This design comes from an exercise in tuning for small area, a short achievable clock period and few clock cycles per item on the open sky130 flow, not from production work. At most, simulation tests tie the RTL to the original design; equivalence was not proved. Power figures rest on the tool's default switching activity, not on a simulated workload.

Design tcp_synack_reply_builder, start of the top module:
module tcp_synack_reply_builder (
  input  logic         clk,
  input  logic         rst,
  input  logic         in_valid,
  output logic         in_stall,
  input  logic [271:0] in_data,
  output logic         out_valid,
  input  logic         out_stall,
  output logic [256:0] out_data,
  input  logic         psel,
  input  logic         penable,
  input  logic         pwrite,
  input  logic [2:0]   paddr,
  input  logic [31:0]  pwdata,
  output logic [31:0]  prdata,
  output logic         pready
);
Settings: LEC_CHECK=0, ABC_AREA=1, CAP_MARGIN=20, CORE_MARGIN=2, CORE_UTILIZATION=40, SETUP_SLACK_MARGIN=3.9, SLEW_MARGIN=20; clock period 8.0 ns.
standard.sh (not shown) runs the stock make flow with config.mk's settings and CLKGATE_MAP_FILE= SYNTH_SCRIPT=/design/flow/synth_recipe.tcl, a recipe that flattens the netlist after the stock synthesis.
==> flow/flow/run.sh <==
#!/bin/bash
# Standard ORFS layout (the standard.sh), with the port buffers that
# buffer_ports inserts made sky130_fd_sc_hd__buf_1 instead of its default pick.
set -uo pipefail
bash standard.sh BUFFER_PORTS_ARGS="-buffer_cell sky130_fd_sc_hd__buf_1" finish > standard_make.log 2>&1
status=$?
tail -50 standard_make.log
exit $status
==> next run, changes <==
- SETUP_SLACK_MARGIN: 3.9 -> 3.6
After rerunning: First-iteration DRC count climbs by 8.7%; routed wire length went up by 0.39%; count of clock-buffer cells in the layout goes down by 3; worst hold slack hardly moves; utilization came out lower by 1.1 points; final area is lower by 2.4%; final cell count shrinks by 0.64%; via count falls by 0.41%; setup slack degrades by 52 ps; sequential power is about the same.
No functional check of the RTL was part of any run of this note.


run 1:
Another version of the RTL of tcp_synack_reply_builder (not shown whole).
Size: ~3,600 cells after synthesis, roughly 340 flip-flops, roughly 23,000 µm² of cells after synthesis.
clock: 8.0 ns
lec_check: 0
abc_area: 1
cap_margin: 20
core_margin: 2
core_utilization: 40
setup_slack_margin: 3.9
slew_margin: 20
==> flow/flow/run.sh <==
#!/bin/bash
# Standard ORFS layout (the standard.sh), with the port buffers that
# buffer_ports inserts made sky130_fd_sc_hd__buf_1 instead of its default pick.
set -uo pipefail
bash standard.sh BUFFER_PORTS_ARGS="-buffer_cell sky130_fd_sc_hd__buf_1" ADDER_MAP_FILE= finish > standard_make.log 2>&1
status=$?
tail -50 standard_make.log
exit $status
Testbench counts of run 1, summed over its fixed seeds: cycles 9,608, items 9,600.
The following lists how run 2 was set up differently from run 1:
- a change of CORE_UTILIZATION from 40 to 60
- a change of ABC_AREA from 1 to 0
- an added PLACE_DENSITY of 0.75
--- a/flow/flow/run.sh
+++ b/flow/flow/run.sh
@@ -5 +5 @@
-bash standard.sh BUFFER_PORTS_ARGS="-buffer_cell sky130_fd_sc_hd__buf_1" ADDER_MAP_FILE= finish > standard_make.log 2>&1
+bash standard.sh BUFFER_PORTS_ARGS="-buffer_cell sky130_fd_sc_hd__buf_1" finish > standard_make.log 2>&1
## What came out
- Run comparison: run 1 source of the critical timing path q[62]; run 2 source of the critical timing path in_data[135]
- Min relative contribution of combinational cells to total power across run 2 and run 1: run 1
- Delta (run 2 minus run 1): register area decreased by about 1.4% relative to the old numbers, met2 track demand over resource increased by 11 points relative to the old numbers, clock-buffer cell count decreased by 8.8% relative to the old numbers.
- Run 2 vs. run 1: die boundary width lost 46 µm, total number of vias lost 3,809, setup slack at placement lost 0.23 ns, synthesized-area fraction occupied by and/or/nand/nor cells lost 8.8 points, final critical-path required period lost 0.092 ns.
Changes in run 3 relative to run 2:
- CORE_UTILIZATION: 60 -> 40
- PLACE_DENSITY: 0.75 -> unset
[summary]
Per the comparison of run 3 with run 2, critical path depth in cells shows an increase of 2, first-iteration DRC count decreased by 221 relative to the old numbers, per-cell routed wire length dropped 2.5%, layout overhead on the synthesized area has increased. Changes observed in run 3 relative to run 2: critical path required time neither gained nor lost much, setup slack shows an increase of 0.026 ns, global-route wire length before repair saw an increase, count of clock-buffer cells in the layout moved up, shortest period the worst path allows fell by 0.026 ns.
Input-level comparison between run 4 and run 3:
- CTS_CLUSTER_DIAMETER: unset -> 60
- SETUP_SLACK_MARGIN: 3.9 -> 3.8
- CTS_CLUSTER_SIZE: unset -> 30
Changes observed in run 4 relative to run 3: final worst setup slack decreased 0.13 ns; sequential share of layout area moved up; via count level; non-clock buffer count now smaller; area share of buffers outside the clock network now sits lower. Run comparison: run 3 start point of the critical path in_data[120]; run 4 start point of the critical path in_data[136]. Any difference in global-route usage between run 4 and run 3 is small enough to ignore. Clock share of power in run 4 is 0.8 points above run 3. Run 4 vs. run 3: cell area after layout went down, final cell count went down, hold slack did not really move, post-layout minimum cycle time went up.
The following lists how run 5 was set up differently from run 4:
- changing SETUP_SLACK_MARGIN from 3.8 to 3.9
Findings:
Looking at the reports, run 5 completed the entire flow and the layout it produced met the timing, design-rule and antenna checks.
Run 5 gives more number of inserted diodes than run 4 did.
Against run 4, run 5 comes in about 3% lower on overall power.
Run 5 vs run 4, capturing element of the worst setup path: out_data[81] vs q[16]
Relative to run 4, the number of inverters outside the clock class in the layout measured on run 5 has decreased slightly.


tcp_synack_reply_builder, a different RTL version from the one above (not shown whole).
For scale: about 3600 cells after synthesis, ~340 flip-flops, ~23000 um2 of cells after synthesis.
==> flow/design.v (excerpt) <==
module tcp_synack_reply_builder (
  input  logic         clk,
  input  logic         rst,
  input  logic         in_valid,
  output logic         in_stall,
  input  logic [271:0] in_data,
  output logic         out_valid,
  input  logic         out_stall,
  output logic [256:0] out_data,
  input  logic         psel,
  input  logic         penable,
  input  logic         pwrite,
  input  logic [2:0]   paddr,
  input  logic [31:0]  pwdata,
  output logic [31:0]  prdata,
  output logic         pready
);
Settings: LEC_CHECK=0, ABC_AREA=1, CAP_MARGIN=20, CORE_MARGIN=2, CORE_UTILIZATION=40, SETUP_SLACK_MARGIN=4.3, SLEW_MARGIN=20; clock period 8.0 ns.
==> flow/flow/run.sh <==
#!/bin/bash
# Standard ORFS layout (the standard.sh), with the port buffers that
# buffer_ports inserts made sky130_fd_sc_hd__buf_1 instead of its default pick.
set -uo pipefail
bash standard.sh BUFFER_PORTS_ARGS="-buffer_cell sky130_fd_sc_hd__buf_1" ADDER_MAP_FILE= finish > standard_make.log 2>&1
status=$?
tail -50 standard_make.log
exit $status
Then changed:
==> flow/flow/run.sh (replaced) <==
#!/bin/bash
# Standard ORFS layout (the standard.sh), with the port buffers that
# buffer_ports inserts made sky130_fd_sc_hd__buf_1 instead of its default pick.
set -uo pipefail
bash standard.sh BUFFER_PORTS_ARGS="-buffer_cell sky130_fd_sc_hd__buf_1" finish > standard_make.log 2>&1
status=$?
tail -50 standard_make.log
exit $status
Settings changed: SETUP_SLACK_MARGIN 4.3 to not set.
Outcome:
- The changed run went through all stages and came out clean
- cell area fell by roughly a tenth
- hold slack stays flat
- sequential cell count stays the same
Then changed:
Settings changed: SETUP_SLACK_MARGIN set to 4.3.
Setup slack gets better by 0.59 ns.
Wire length is higher by 9.5%.
Via count rises by 4.8%.
Power went up by 1.5%.
Die area stays the same.
Then changed:
Settings changed: SETUP_SLACK_MARGIN 4.3 to 3.9.
The changed run finished with timing, DRC and antenna clean.
Wire length goes down by about 5%.
Global-route usage drops by 1.6 points.
Design area goes down by about 7%.
Sequential share of layout area increases by 1.8 points.
Synthesized cell count is unchanged.
Sequential power stays flat.
Fmax rose by about 1.4%.
No run of this note included a check of the RTL's function; only the layout flow was run.


== rev 12 ==
RTL: one of the versions met above, not the one the previous note started from.
For scale: roughly 340 flip-flops, roughly 610 I/O pins, about 23000 um^2 of cells after synthesis.
Settings: LEC_CHECK=0, ABC_AREA=1, CAP_MARGIN=20, CORE_MARGIN=2, CORE_UTILIZATION=40, SETUP_SLACK_MARGIN=3.6, SLEW_MARGIN=20; clock period 8.0 ns.
==> flow/flow/run.sh <==
#!/bin/bash
# Standard ORFS layout (the standard.sh), with the port buffers that
# buffer_ports inserts made sky130_fd_sc_hd__buf_1 instead of its default pick.
set -uo pipefail
bash standard.sh BUFFER_PORTS_ARGS="-buffer_cell sky130_fd_sc_hd__buf_1" ADDER_MAP_FILE= finish > standard_make.log 2>&1
status=$?
tail -50 standard_make.log
exit $status
Testbench counts of rev 12, summed over its fixed seeds: cycles 9,608, items 9,600.
Edits applied to the flow inputs when going from rev 12 to rev 13:
- SETUP_SLACK_MARGIN changed from 3.6 to 3.9
- CTS_BUF_LIST newly set to sky130_fd_sc_hd__clkbuf_8
-- flow/flow/run.sh --
<<< rev 12, line 5
bash standard.sh BUFFER_PORTS_ARGS="-buffer_cell sky130_fd_sc_hd__buf_1" ADDER_MAP_FILE= finish > standard_make.log 2>&1
>>> rev 13, line 5
bash standard.sh BUFFER_PORTS_ARGS="-buffer_cell sky130_fd_sc_hd__buf_1" finish > standard_make.log 2>&1
Notes after the runs:
Rev 13: flow completed, timing, DRC and antenna clean. For via count, dividing the value from rev 13 by the value from rev 12 gives 0.902. On wire length on met1, the lower figure sits with rev 13, not rev 12. In the flow results for rev 12 and rev 13, the area overhead of the layout relative to synthesis is larger on rev 12.


Starting RTL as in the previous note.
==> flow/config.mk <==
export PLATFORM = sky130hd
export DESIGN_NAME = tcp_synack_reply_builder
export DESIGN_NICKNAME = tcp_synack_reply_builder
export VERILOG_FILES = /design/flow/design.v
export SDC_FILE = /design/flow/constraint.sdc
export NUM_CORES = 4
export LEC_CHECK = 0
export ABC_AREA = 1
export CAP_MARGIN = 20
export CORE_MARGIN = 2
export CORE_UTILIZATION = 60
export PLACE_DENSITY = 0.75
export SETUP_SLACK_MARGIN = 3.9
export SLEW_MARGIN = 20
==> flow/constraint.sdc <==
create_clock -name core_clock -period 8.0 [get_ports {clk}]
set_input_delay 1.6000 -clock core_clock [delete_from_list [all_inputs] [get_ports {clk}]]
set_output_delay 1.6000 -clock core_clock [all_outputs]
set_load 0.01 [all_outputs]
==> flow/flow/run.sh <==
#!/bin/bash
# Standard ORFS layout (the standard.sh), with the port buffers that
# buffer_ports inserts made sky130_fd_sc_hd__buf_1 instead of its default pick.
set -uo pipefail
bash standard.sh BUFFER_PORTS_ARGS="-buffer_cell sky130_fd_sc_hd__buf_1" finish > standard_make.log 2>&1
status=$?
tail -50 standard_make.log
exit $status
Testbench counts at the start, summed over its fixed seeds: cycles 9,608, items 9,600.
Rerun with:
ABC_AREA = 0   (was 1)
CORE_UTILIZATION = 40   (was 60)
PLACE_DENSITY = unset   (was 0.75)
SETUP_SLACK_MARGIN = 3.8   (was 3.9)
The changed run finished clean; total power grows slightly; design area shrinks slightly; via count shrinks by roughly a tenth; global-route usage shrinks by 13 points; synthesized area shrinks by a few percent; non-clock buffer count grows by 10.
Rerun with:
ABC_AREA = 1   (was 0)
SETUP_SLACK_MARGIN = 3.9   (was 3.8)
Worst hold slack improves by 0.016 ns.
Synthesized cell count rose by 20%.
Clock power fell by about 3%.
Cell count rose by 17%.
Combinational power rose by about 9%.
Cell area rose by 3.1%.
Utilization fell by 0.64 points.
Non-clock buffer count fell by 8.
Wire length rose by about 10%.
Synthesized area rose by about 4.5%.
Via count rose by about 9%.


Another version of the RTL of tcp_synack_reply_builder (not shown whole).
Size in the first run: roughly 610 I/O pins, ~0.022 sq mm of cells after synthesis.
clock: 8.0 ns
lec_check: 0
abc_area: 0
cap_margin: 20
core_margin: 2
core_utilization: 60
place_density: 0.75
setup_slack_margin: 3.9
slew_margin: 20
Scripts as last shown in full above: flow/flow/run.sh
The starting point finished clean.
Testbench counts at the start, summed over its fixed seeds: cycles 9,608, items 9,600.
==> next run, changes <==
Settings changed: CORE_UTILIZATION 60 to 40, PLACE_DENSITY 0.75 to unset, SETUP_SLACK_MARGIN 3.9 to 3.8.
Outcome:
- synthesized cell count is unchanged
- die area is higher by 49%
- non-clock buffer count does not change
- core utilization came out lower by 22 points
- sequential power stays flat
- worst setup slack is worse by 0.050 ns
- critical path depth came out higher by 2
- global-route usage went down by 10 points
- synthesized area stays the same
- via count decreases by about 3.6%
- design area rises by about 0.9%
==> next run, changes <==
Settings changed: SETUP_SLACK_MARGIN 3.8 to 3.9.
Combinational power barely changes.
Via count climbs by 0.85%.
Wire length climbs by 1.5%.
Power drops by 0.54%.
First-iteration DRC count drops by 8.7%.
Hold slack stays flat.
Cell area climbs by 1.3%.
Clock-buffer cell count climbs by 6.

-- what the ideal ports hide --
The flow's constraints put no driver on any port. The routed layouts listed below were extracted and timed again, unchanged, in two steps. Step 1 sets driving cells, clkbuf_16 on the clock port and buf_2 on the other inputs (assumed; they add their load-dependent delay and slew). Step 2 also shifts input and output timing later by t, the mid clock arrival at the registers, as if the neighbouring blocks saw the same clock. Three values: ideal, step 1, step 2; two values: the first two.
run	t (ns)	setup slack, ns	hold slack, ns
the first run of note 1	0.621	3.621 / 3.561 / 3.430	0.448 / 0.448 / 0.448
the second run of note 1	0.607	3.569 / 3.508 / 3.166	0.448 / 0.448 / 0.448
run 1	0.640	3.818 / 3.752 / 3.553	0.452 / 0.452 / 0.452
run 2	0.615	3.910 / 3.869 / 3.331	0.436 / 0.436 / 0.436
run 3	0.630	3.937 / 3.878 / 3.316	0.432 / 0.432 / 0.432
run 4	0.618	3.811 / 3.768 / 3.206	0.434 / 0.434 / 0.434
run 5	0.607	3.865 / 3.803 / 3.351	0.432 / 0.432 / 0.432
the first run of note 3	0.627	3.849 / 3.787 / 3.838	0.451 / 0.451 / 0.451
the second run of note 3	0.611	3.053 / 2.998 / 2.789	0.448 / 0.448 / 0.448
the third run of note 3	0.620	3.640 / 3.580 / 3.730	0.450 / 0.450 / 0.450
the fourth run of note 3	0.607	3.702 / 3.650 / 3.521	0.449 / 0.449 / 0.449
rev 12	0.653	3.686 / 3.650 / 3.185	0.455 / 0.455 / 0.455
rev 13	0.704	3.922 / 3.893 / 3.250	0.448 / 0.448 / 0.448
the first run of note 5	0.619	3.908 / 3.898 / 3.291	0.451 / 0.451 / 0.451
the second run of note 5	0.620	3.828 / 3.770 / 3.231	0.432 / 0.432 / 0.432
the third run of note 5	0.626	3.891 / 3.892 / 3.266	0.449 / 0.449 / 0.449
the first run of note 6	0.581	3.865 / 3.875 / 3.313	0.440 / 0.440 / 0.440
the second run of note 6	0.620	3.815 / 3.802 / 3.227	0.441 / 0.441 / 0.441
the third run of note 6	0.632	3.932 / 3.910 / 3.339	0.440 / 0.440 / 0.440
After both steps setup and hold are still met in every run listed. The setup slack of rev 13, which loses most, moves by -0.029 ns with the drivers and by -0.672 ns with both steps.
